Source: an optimization exercise on an open RTL-to-GDS flow (aim: small area). Production flows keep margins and buffers that such runs may drop. At most, simulation tests tie the RTL to the original design; equivalence was not proved.

==> run a <==
// ebi_periph_top
module ebi_periph_top #(
  parameter int NUM_UART = 2,
  parameter int NUM_GPIO = 3
) (
  input  logic                                clk,
  input  logic                                rst_i,
  input  logic                                cs_n_i,
  input  logic                                oe_n_i,
  input  logic [3:0]                          we_n_i,
  input  logic                                rd_wr_i,
  input  logic [hub_pkg::ADDR_W-1:0]          ebi_addr_i,
  input  logic [hub_pkg::DATA_W-1:0]          ebi_data_i,
  input  logic [NUM_UART-1:0]                 srx_i,
  input  logic [NUM_GPIO*hub_pkg::DATA_W-1:0] input_pad_i,    
  output logic [hub_pkg::DATA_W-1:0]          ebi_data_o,
  output logic                                ebi_data_oe_o,
  output logic [NUM_UART-1:0]                 stx_o,
  output logic [NUM_UART-1:0]                 uart_int_o,
  output logic [NUM_GPIO*hub_pkg::DATA_W-1:0] output_pad_o    
);
Settings: LEC_CHECK=0, CAP_MARGIN=0, CORE_MARGIN=2, CORE_UTILIZATION=65, SLEW_MARGIN=0; clock period 5.0 ns.
standard.sh (not shown) runs the stock make flow with config.mk's settings and CLKGATE_MAP_FILE= SYNTH_SCRIPT=/design/flow/synth_recipe.tcl, a recipe that flattens the netlist after the stock synthesis.
==> flow/flow/run.sh <==
#!/bin/bash
# The standard layout (standard.sh, the standard flow's own synthesis script
# synth_recipe.tcl and its flip-flop mapping included) with these changes:
# - abc maps the logic with an area-oriented script (flow/area.abc) instead of
#   ORFS's delay-oriented one, and the adders are left to abc rather than
#   mapped to half/full adder cells beforehand (ADDER_MAP_FILE empty);
# - the port buffers are the smallest buffer cell (buf_1);
# - the clock tree uses clkbuf_8 buffers, without dummy loads.
# Each tool's output is in orfs/logs/; make's own output is in standard.log.
set -euo pipefail
here=$(pwd)
{
  echo 'proc abc {args} {'
  echo '  set i [lsearch -exact $args -script]'
  echo "  if {\$i >= 0} { set args [lreplace \$args \$i [expr {\$i + 1}] -script $here/flow/area.abc] }"
  echo "  puts \"abc: script $here/flow/area.abc\""
  echo '  yosys abc {*}$args'
  echo '}'
  cat "$here/synth_recipe.tcl"
} > "$here/area_synth.tcl"
export BUFFER_PORTS_ARGS="-buffer_cell sky130_fd_sc_hd__buf_1"
export CTS_ARGS="-sink_clustering_enable -repair_clock_nets -dont_use_dummy_load -buf_list sky130_fd_sc_hd__clkbuf_8 -sink_clustering_size 20 -sink_clustering_max_diameter 45"
bash standard.sh SYNTH_SCRIPT="$here/area_synth.tcl" ADDER_MAP_FILE= finish > standard.log 2>&1
==> flow/flow/area.abc <==
&get -n
&st
&dch
&nf -R 1000 -p
&st
&dch
&nf -R 1000 -p
&st
&dch
&nf -R 1000 -p
&put
==> run b: changes against run a <==
--- a/flow/design.v
+++ b/flow/design.v
@@ -29,53 +29,54 @@
   input  logic [3:0]                  we_n_i,
   input  logic                        rd_wr_i,
   input  logic [hub_pkg::ADDR_W-1:0]  ebi_addr_i,
   input  logic [hub_pkg::DATA_W-1:0]  ebi_data_i,
   output logic [hub_pkg::DATA_W-1:0]  ebi_data_o,
   output logic                        ebi_data_oe_o,
   output logic [2:1]                  early_bank_o,
   output logic                        early_start_o,
+  output logic                        start_o,       
   output logic                        tg_gpio_o,     
   output logic                        tg_uart0_o,
   output logic                        tg_uart1_o,
   output logic [2:0]                  sub_o,         
   output logic [hub_pkg::DATA_W-1:0]  wr_data_o,
   output logic [3:0]                  byte_en_o,
   output logic                        wr_go_o,
   output logic                        rd_go_o,
   input  logic [hub_pkg::DATA_W-1:0]  rd_word_i      
 );
   logic [6:0]        ctl_s1;     
   logic [11:0]       addr_s1;    
   logic [DATA_W-1:0] data_s1;
   logic              wr1, rd1, wr2, rd2, es, st, rd_go_d;
   logic [DATA_W-1:0] rd_cap;
   always_ff @(posedge clk) begin
-    if (rst_i) ctl_s1 <= 7'h7f;
-    else       ctl_s1 <= {cs_n_i, oe_n_i, rd_wr_i, we_n_i};
+    ctl_s1[6]   <= cs_n_i || rst_i;
+    ctl_s1[5:0] <= {oe_n_i, rd_wr_i, we_n_i};
   end
   always_ff @(posedge clk) begin
     addr_s1 <= ebi_addr_i[11:0];
     data_s1 <= ebi_data_i;
   end
   assign wr1 = !ctl_s1[6] && !ctl_s1[4] && (ctl_s1[3:0] != 4'hf);
   assign rd1 = !ctl_s1[6] && !ctl_s1[5] && ctl_s1[4];
   assign es  = (wr1 || rd1) && !(wr2 || rd2);   
   always_ff @(posedge clk) begin
+    wr2 <= wr1;
+    rd2 <= rd1;
+  end
+  always_ff @(posedge clk) begin
     if (rst_i) begin
-      wr2     <= 1'b0;
-      rd2     <= 1'b0;
       st      <= 1'b0;
       wr_go_o <= 1'b0;
       rd_go_o <= 1'b0;
       rd_go_d <= 1'b0;
     end else begin
-      wr2     <= wr1;
-      rd2     <= rd1;
       st      <= es;
       wr_go_o <= st && wr2;
       rd_go_o <= st && rd2;
       rd_go_d <= rd_go_o;
     end
   end
   logic [2:0] tg_new;
   assign tg_new[0] = (addr_s1[11:8] == 4'd0) && !addr_s1[3] && (addr_s1[2:1] != 2'b11);
@@ -84,16 +85,17 @@
   always_ff @(posedge clk) begin
     {tg_uart1_o, tg_uart0_o, tg_gpio_o} <= ({3{es}} & tg_new) | ({3{st}} & {tg_uart1_o, tg_uart0_o, tg_gpio_o});
     sub_o     <= ({3{es}} & addr_s1[2:0]) | ({3{st}} & sub_o);
     wr_data_o <= ({DATA_W{es}} & data_s1) | ({DATA_W{st}} & wr_data_o);
     byte_en_o <= ({4{es}} & ~ctl_s1[3:0]) | ({4{st}} & byte_en_o);
   end
   assign early_bank_o  = addr_s1[2:1];
   assign early_start_o = es;
+  assign start_o       = st;
   always_ff @(posedge clk) rd_cap <= rd_word_i;
   logic dat_ld, dat_hd;
   assign dat_ld = rd_go_d && !rst_i;
   assign dat_hd = !rd_go_d && !rst_i;
   always_ff @(posedge clk) begin
     ebi_data_o <= ({DATA_W{dat_ld}} & rd_cap) | ({DATA_W{dat_hd}} & ebi_data_o);
   end
   always_ff @(posedge clk) begin
@@ -272,34 +274,42 @@
 module gpio_bank #(
   parameter int NUM_GPIO = 3
 ) (
   input  logic                                clk,
   input  logic                                rst_i,
   input  logic [NUM_GPIO*hub_pkg::DATA_W-1:0] input_pad_i,
   input  logic [2:1]                          early_bank_i,
   input  logic                                early_start_i,
+  input  logic                                start_i,        
   input  logic                                tg_i,           
   input  logic [2:0]                          sub_i,          
   input  logic [hub_pkg::DATA_W-1:0]          wr_data_i,
   input  logic [3:0]                          byte_en_i,
   input  logic                                wr_go_i,
   output logic [hub_pkg::DATA_W-1:0]          rd_word_o,
   output logic [NUM_GPIO*hub_pkg::DATA_W-1:0] output_pad_o
 );
-  logic [DATA_W-1:0] in_cap;
-  logic [2:0] cap_sel;
+  logic [2:0] cap_sel, out_sel;
+  logic       in_hold;
   assign cap_sel[0] = early_start_i && early_bank_i == 2'd0;
   assign cap_sel[1] = early_start_i && early_bank_i == 2'd1;
   assign cap_sel[2] = early_start_i && early_bank_i[2];
-  always_ff @(posedge clk) begin
-    in_cap <= ({DATA_W{cap_sel[0]}}     & input_pad_i[0 +: DATA_W])
-            | ({DATA_W{cap_sel[1]}}     & input_pad_i[DATA_W +: DATA_W])
-            | ({DATA_W{cap_sel[2]}}     & input_pad_i[2*DATA_W +: DATA_W])
-            | ({DATA_W{!early_start_i}} & in_cap);
+  assign out_sel[0] = start_i && tg_i && sub_i[0] == GPIO_OUT && sub_i[2:1] == 2'd0;
+  assign out_sel[1] = start_i && tg_i && sub_i[0] == GPIO_OUT && sub_i[2:1] == 2'd1;
+  assign out_sel[2] = start_i && tg_i && sub_i[0] == GPIO_OUT && sub_i[2:1] == 2'd2;
+  assign in_hold    = start_i && tg_i && sub_i[0] == GPIO_IN;
+  always_ff @(posedge clk) begin
+    rd_word_o <= ({DATA_W{cap_sel[0]}} & input_pad_i[0 +: DATA_W])
+               | ({DATA_W{cap_sel[1]}} & input_pad_i[DATA_W +: DATA_W])
+               | ({DATA_W{cap_sel[2]}} & input_pad_i[2*DATA_W +: DATA_W])
+               | ({DATA_W{out_sel[0]}} & output_pad_o[0 +: DATA_W])
+               | ({DATA_W{out_sel[1]}} & output_pad_o[DATA_W +: DATA_W])
+               | ({DATA_W{out_sel[2]}} & output_pad_o[2*DATA_W +: DATA_W])
+               | ({DATA_W{in_hold}}    & rd_word_o);
   end
   logic                  wr_out;
   logic [NUM_GPIO*4-1:0] lane_ld, lane_hd;
   assign wr_out = wr_go_i && tg_i && sub_i[0] == GPIO_OUT;
   always_comb begin
     for (int b = 0; b < NUM_GPIO; b++) begin
       for (int l = 0; l < 4; l++) begin
         lane_ld[4*b+l] = !rst_i && wr_out && sub_i[2:1] == 2'(b) && byte_en_i[l];
@@ -310,25 +320,16 @@
   always_ff @(posedge clk) begin
     for (int b = 0; b < NUM_GPIO; b++) begin
       for (int l = 0; l < 4; l++) begin
         output_pad_o[b*DATA_W + 8*l +: 8] <= ({8{lane_ld[4*b+l]}} & wr_data_i[8*l +: 8])
                                            | ({8{lane_hd[4*b+l]}} & output_pad_o[b*DATA_W + 8*l +: 8]);
       end
     end
   end
-  logic [3:0] rd_sel;
-  assign rd_sel[0] = tg_i && sub_i[0] == GPIO_IN;
-  assign rd_sel[1] = tg_i && sub_i[0] == GPIO_OUT && sub_i[2:1] == 2'd0;
-  assign rd_sel[2] = tg_i && sub_i[0] == GPIO_OUT && sub_i[2:1] == 2'd1;
-  assign rd_sel[3] = tg_i && sub_i[0] == GPIO_OUT && sub_i[2:1] == 2'd2;
-  assign rd_word_o = ({DATA_W{rd_sel[0]}} & in_cap)
-                   | ({DATA_W{rd_sel[1]}} & output_pad_o[0 +: DATA_W])
-                   | ({DATA_W{rd_sel[2]}} & output_pad_o[DATA_W +: DATA_W])
-                   | ({DATA_W{rd_sel[3]}} & output_pad_o[2*DATA_W +: DATA_W]);
 endmodule
 import hub_pkg::*;
 module ebi_periph_top #(
   parameter int NUM_UART = 2,
   parameter int NUM_GPIO = 3
 ) (
   input  logic                                clk,
   input  logic                                rst_i,
@@ -342,17 +343,17 @@
   input  logic [NUM_GPIO*hub_pkg::DATA_W-1:0] input_pad_i,    
   output logic [hub_pkg::DATA_W-1:0]          ebi_data_o,
   output logic                                ebi_data_oe_o,
   output logic [NUM_UART-1:0]                 stx_o,
   output logic [NUM_UART-1:0]                 uart_int_o,
   output logic [NUM_GPIO*hub_pkg::DATA_W-1:0] output_pad_o    
 );
   logic [2:1]        early_bank;
-  logic              early_start;
+  logic              early_start, start;
   logic              tg_gpio;
   logic [1:0]        tg_uart;
   logic [2:0]        sub;
   logic [DATA_W-1:0] wr_data;
   logic [3:0]        byte_en;
   logic              wr_go, rd_go;
   logic [DATA_W-1:0] gpio_word, rd_word;
   logic [DATA_W-1:0] uart_word [NUM_UART];
@@ -364,16 +365,17 @@
     .we_n_i(we_n_i),
     .rd_wr_i(rd_wr_i),
     .ebi_addr_i(ebi_addr_i),
     .ebi_data_i(ebi_data_i),
     .ebi_data_o(ebi_data_o),
     .ebi_data_oe_o(ebi_data_oe_o),
     .early_bank_o(early_bank),
     .early_start_o(early_start),
+    .start_o(start),
     .tg_gpio_o(tg_gpio),
     .tg_uart0_o(tg_uart[0]),
     .tg_uart1_o(tg_uart[1]),
     .sub_o(sub),
     .wr_data_o(wr_data),
     .byte_en_o(byte_en),
     .wr_go_o(wr_go),
     .rd_go_o(rd_go),
@@ -382,16 +384,17 @@
   gpio_bank #(
     .NUM_GPIO(NUM_GPIO)
   ) gpio_bank_i (
     .clk(clk),
     .rst_i(rst_i),
     .input_pad_i(input_pad_i),
     .early_bank_i(early_bank),
     .early_start_i(early_start),
+    .start_i(start),
     .tg_i(tg_gpio),
     .sub_i(sub),
     .wr_data_i(wr_data),
     .byte_en_i(byte_en),
     .wr_go_i(wr_go),
     .rd_word_o(gpio_word),
     .output_pad_o(output_pad_o)
   );
--- a/flow/flow/run.sh
+++ b/flow/flow/run.sh
@@ -14,10 +14,10 @@
   echo '  set i [lsearch -exact $args -script]'
   echo "  if {\$i >= 0} { set args [lreplace \$args \$i [expr {\$i + 1}] -script $here/flow/area.abc] }"
   echo "  puts \"abc: script $here/flow/area.abc\""
   echo '  yosys abc {*}$args'
   echo '}'
   cat "$here/synth_recipe.tcl"
 } > "$here/area_synth.tcl"
 export BUFFER_PORTS_ARGS="-buffer_cell sky130_fd_sc_hd__buf_1"
-export CTS_ARGS="-sink_clustering_enable -repair_clock_nets -dont_use_dummy_load -buf_list sky130_fd_sc_hd__clkbuf_8 -sink_clustering_size 20 -sink_clustering_max_diameter 45"
+export CTS_ARGS="-sink_clustering_enable -repair_clock_nets -dont_use_dummy_load -buf_list sky130_fd_sc_hd__clkbuf_8 -sink_clustering_size 18 -sink_clustering_max_diameter 42"
 bash standard.sh SYNTH_SCRIPT="$here/area_synth.tcl" ADDER_MAP_FILE= finish > standard.log 2>&1
CAP_MARGIN = 20   (was 0)
GPL_TIMING_DRIVEN = 0   (was default)
SLEW_MARGIN = 20   (was 0)
==> flow_metrics.tcl <==
set metrics [dict create \
    worst-path-stages 12 \
    place_inst 2049 \
    vias 13544 \
    vias_per_cell 6.49 \
    start_util_pct 66.6 \
    wl_per_cell_um 21.7 \
    outcome "finished clean" \
    wl_met3_mm 4.54 \
    drt_iter0_markers 1726 \
    clkTransAtPathRegs_ps 80 \
    r2r-end "g_uart[0].uart_txrx_i.tx_cnt[2]" \
]
[end of results for run a]
==> flow_metrics.tcl <==
set metrics [dict create \
    outcome "finished clean" \
    clkTransAtPathRegs_ps 90 \
    start_util_pct 66.3 \
    wl_per_cell_um 20.7 \
    vias_per_cell 6.41 \
    wl_met3_mm 3.54 \
    vias 13263 \
    worst-path-stages 10 \
    met2_length_mm 19.8 \
    r2r-end "g_uart[0].uart_txrx_i.rx_sh[0]" \
]
[end of results for run b]
For run a, only the layout was checked, not whether the RTL still works.

[what the ideal ports hide]
The flow's constraints put no driver on any port. The routed layouts listed below were extracted and timed again, unchanged, in two steps. Step 1, drivers: a clkbuf_16 drives clk and a buf_2 each remaining input, both assumed. Step 2 times the ports against the registers' clock, not the clock port: input delays grow and output delays shrink by t, the midpoint of the rising clock arrivals with the driver on. Three values: no drivers, after step 1, after step 2; two values: the first two.
run | t, ns | setup WS [ns] | worst hold slack (ns) | slew at the worst register clock pin (ns) | cell pins on the clock port's net
run a | 0.602 | 0.977 / 0.977 / 0.977 | 0.415 / 0.415 / 0.415 | 0.11 / 0.11 | 1
run b | 0.597 | 0.559 / 0.559 / 0.559 | 0.326 / 0.326 / 0.326 | 0.10 / 0.10 | 1
After both steps setup and hold are still met in every run listed.
